From an optimization exercise on the open Yosys and OpenROAD flow, aimed at small area; shortcuts taken in it are not production practice.
No activity file was given, so power comes from the tool's default toggle rates.

// trap_unit
module trap_unit (
  input  logic                               clk,
  input  logic                               reset,
  input  logic                               stall_n,
  input  logic                               hold_flag,
  input  logic                               exception_if,
  input  logic [3:0]                         cause_if,
  input  logic                               exception_id,
  input  logic [3:0]                         cause_id,
  input  logic [trap_pkg::xlen-1:0]          pc_id_ex,
  input  logic                               jump_en,
  input  logic [trap_pkg::xlen-1:0]          jump_addr,
  input  logic                               csr_valid,
  input  logic                               csr_write,
  input  logic [11:0]                        csr_addr,
  input  logic [trap_pkg::xlen-1:0]          csr_wdata,
  input  logic                               mret,
  input  logic [trap_pkg::ext_irq_lines-1:0] irq_lines,
  output logic [trap_pkg::xlen-1:0]          csr_rdata,
  output logic                               trap_taken,
  output logic [trap_pkg::xlen-1:0]          trap_target,
  output logic                               any_interrupt
);
export LEC_CHECK = 0
export CAP_MARGIN = 20
export CORE_MARGIN = 2
export CORE_UTILIZATION = 40
export SLEW_MARGIN = 20
create_clock -name core_clock -period 5.5 [get_ports {clk}]
standard.sh (not shown) runs the stock make flow with config.mk's settings and CLKGATE_MAP_FILE= SYNTH_SCRIPT=/design/flow/synth_recipe.tcl, a recipe that flattens the netlist after the stock synthesis.
==> flow/flow/run.sh <==
#!/bin/bash
# Own flow: the standard layout, with the port buffers made from the smallest buffer
# cell and a clock tree without dummy loads. Every tool's output is logged in this folder.
set -euo pipefail
export BUFFER_PORTS_ARGS="-buffer_cell sky130_fd_sc_hd__buf_1"
export CTS_ARGS="-sink_clustering_enable -repair_clock_nets -dont_use_dummy_load"
bash standard.sh "BUFFER_PORTS_ARGS=$BUFFER_PORTS_ARGS" "CTS_ARGS=$CTS_ARGS" finish > standard_flow.log 2>&1
The first run passed the timing, DRC and antenna checks.
Next try:
==> flow/flow/run.sh (replaced) <==
#!/bin/bash
# Own flow: the standard layout, with the port buffers made from the smallest buffer
# cell and a lighter clock tree without dummy loads. Each tool logs to this folder.
set -euo pipefail
export BUFFER_PORTS_ARGS="-buffer_cell sky130_fd_sc_hd__buf_1"
export CTS_ARGS="-sink_clustering_enable -repair_clock_nets -dont_use_dummy_load -buf_list sky130_fd_sc_hd__clkbuf_4 -sink_clustering_size 20"
bash standard.sh "BUFFER_PORTS_ARGS=$BUFFER_PORTS_ARGS" "CTS_ARGS=$CTS_ARGS" finish > standard_flow.log 2>&1
- via count increases by 1.1%
- design area decreases by 1.4%
- clock-buffer cell count increases by 50
- global-route usage increases by 0.18 points
- routed wire length increases by 0.49%
- utilization decreases by 0.62 points
- sequential cell count is unchanged
- maximum frequency barely changes
- cell count increases by 1.8%
- sequential power barely changes
Next try:
==> flow/run.sh (new file) <==
#!/bin/bash
# synth_recipe.tcl (not shown) runs the flow's synth.tcl, then flattens the netlist and writes it again
# the make line also repeats each setting of config.mk as NAME=value (left out here)
make -C /OpenROAD-flow-scripts/flow DESIGN_CONFIG=/design/flow/config.mk WORK_HOME=/design/flow/orfs CLKGATE_MAP_FILE= SYNTH_SCRIPT=/design/flow/synth_recipe.tcl finish
removed: flow/flow/run.sh
removed: flow/standard.sh
Effect: Register-to-register slack gets worse by 0.09 ns. Total power increases by a quarter to a third. Worst setup slack loses 0.073 ns. First-iteration DRC count goes down by a little under a tenth.
Next try:
==> flow/flow/run.sh (new file) <==
#!/bin/bash
# Own flow: the standard layout, with the port buffers made from the smallest buffer
# cell and a lighter clock tree without dummy loads. Each tool logs to this folder.
set -euo pipefail
export BUFFER_PORTS_ARGS="-buffer_cell sky130_fd_sc_hd__buf_1"
export CTS_ARGS="-sink_clustering_enable -repair_clock_nets -dont_use_dummy_load -buf_list sky130_fd_sc_hd__clkbuf_8 -sink_clustering_size 30"
bash standard.sh "BUFFER_PORTS_ARGS=$BUFFER_PORTS_ARGS" "CTS_ARGS=$CTS_ARGS" finish > standard_flow.log 2>&1
==> flow/standard.sh (new file) <==
#!/bin/bash
# synth_recipe.tcl (not shown) runs the flow's synth.tcl, then flattens the netlist and writes it again
# the make line also repeats each setting of config.mk as NAME=value (left out here)
make -C /OpenROAD-flow-scripts/flow DESIGN_CONFIG=/design/flow/config.mk WORK_HOME=/design/flow/orfs CLKGATE_MAP_FILE= SYNTH_SCRIPT=/design/flow/synth_recipe.tcl "${@:-finish}"
removed: flow/run.sh
Effect: Worst setup slack gets better by 0.067 ns. Critical path depth went up by 4. Utilization went down by 4.0 points. Hold slack is about the same. Routed wire length went down by about 2.2%. Sequential share of layout area went up by 2.8 points. Cell area went down by 8.2%. Clock-buffer cell count went up by 2. Power went down by 17%. Cell count went down by about 0.55%. Clock power went down by about 30%.
Next try:
==> flow/flow/run.sh (replaced) <==
#!/bin/bash
# Own flow: the standard layout (standard.sh) with
#  - port buffers made from the smallest buffer cell (buf_1),
#  - a clock tree without dummy loads,
#  - (if flow/area.abc exists) an area-oriented ABC mapping script in the synthesis.
# Each tool's output is logged in this folder (standard_flow.log, and ORFS's own logs under orfs/logs).
set -euo pipefail
W=$(pwd)
export OWN_WORK=$W
export OWN_ABC_SCRIPT=$W/flow/area.abc
export BUFFER_PORTS_ARGS="-buffer_cell sky130_fd_sc_hd__buf_1"
export CTS_ARGS="-sink_clustering_enable -repair_clock_nets -dont_use_dummy_load "
bash standard.sh "SYNTH_SCRIPT=$W/flow/synth_wrap.tcl" "BUFFER_PORTS_ARGS=$BUFFER_PORTS_ARGS" "CTS_ARGS=$CTS_ARGS"  finish > standard_flow.log 2>&1
==> flow/flow/area.abc (new file) <==
strash
&get -n
&st
&dch
&nf -R 1000
&put
topo
stime -c
==> flow/flow/synth_wrap.tcl (new file) <==
# The standard flow's synthesis script with Yosys's abc call given the area-oriented ABC script in
# flow/area.abc; every other step (registers included) is the standard synthesis's.
proc abc {args} {
  set i [lsearch -exact $args -script]
  if {$i >= 0} { lset args [expr {$i + 1}] $::env(OWN_ABC_SCRIPT) }
  yosys abc {*}$args
}
source $::env(OWN_WORK)/synth_recipe.tcl
Effect:
- clock power rises by 21%
- worst hold slack is worse by 0.0090 ns
- critical path depth rises by 2
- via count falls by 4.4%
- global-route usage rises by 0.50 points
- area after synthesis falls by 9.0%
- clock skew falls by 0.024 ns
- utilization rises by 2.1 points
- first-iteration DRC count falls by 0.70%
- flip-flop and latch count does not change
- die area falls by 8.9%
No functional check of the RTL was part of any run of this note.

[port drivers added, routing unchanged]
How much do the figures lean on ideal ports? The routed layouts below were timed once more, with nothing changed but the port constraints.
Step 1, drivers: a clkbuf_16 drives clk and a buf_2 each remaining input, both assumed.
Step 2 also shifts input and output timing later by t, the mid clock arrival at the registers, as if the neighbouring blocks saw the same clock.
a / b / c = no drivers / after step 1 / after step 2; a / b = the first two.
run	shift t [ns]	setup WS [ns]	hold WS [ns]	latest minus earliest clock arrival (ns)	worst register clock-pin slew, ns
the first run	0.604	0.346 / 0.285 / 0.484	0.455 / 0.455 / 0.455	0.040 / 0.040	0.06 / 0.06
the second run	0.825	0.345 / 0.287 / 0.524	0.436 / 0.418 / 0.436	0.113 / 0.112	0.07 / 0.07
the third run	0.623	0.272 / 0.223 / 0.242	0.455 / 0.455 / 0.455	0.012 / 0.013	0.07 / 0.07
the fourth run	0.685	0.339 / 0.282 / 0.493	0.456 / 0.456 / 0.456	0.055 / 0.055	0.07 / 0.07
the fifth run	0.595	0.284 / 0.230 / 0.809	0.447 / 0.447 / 0.447	0.037 / 0.036	0.06 / 0.06
After both steps every run listed still meets setup and hold. For the third run, which loses most, drivers alone change the setup slack by -0.049 ns; drivers and shift together by -0.030 ns.
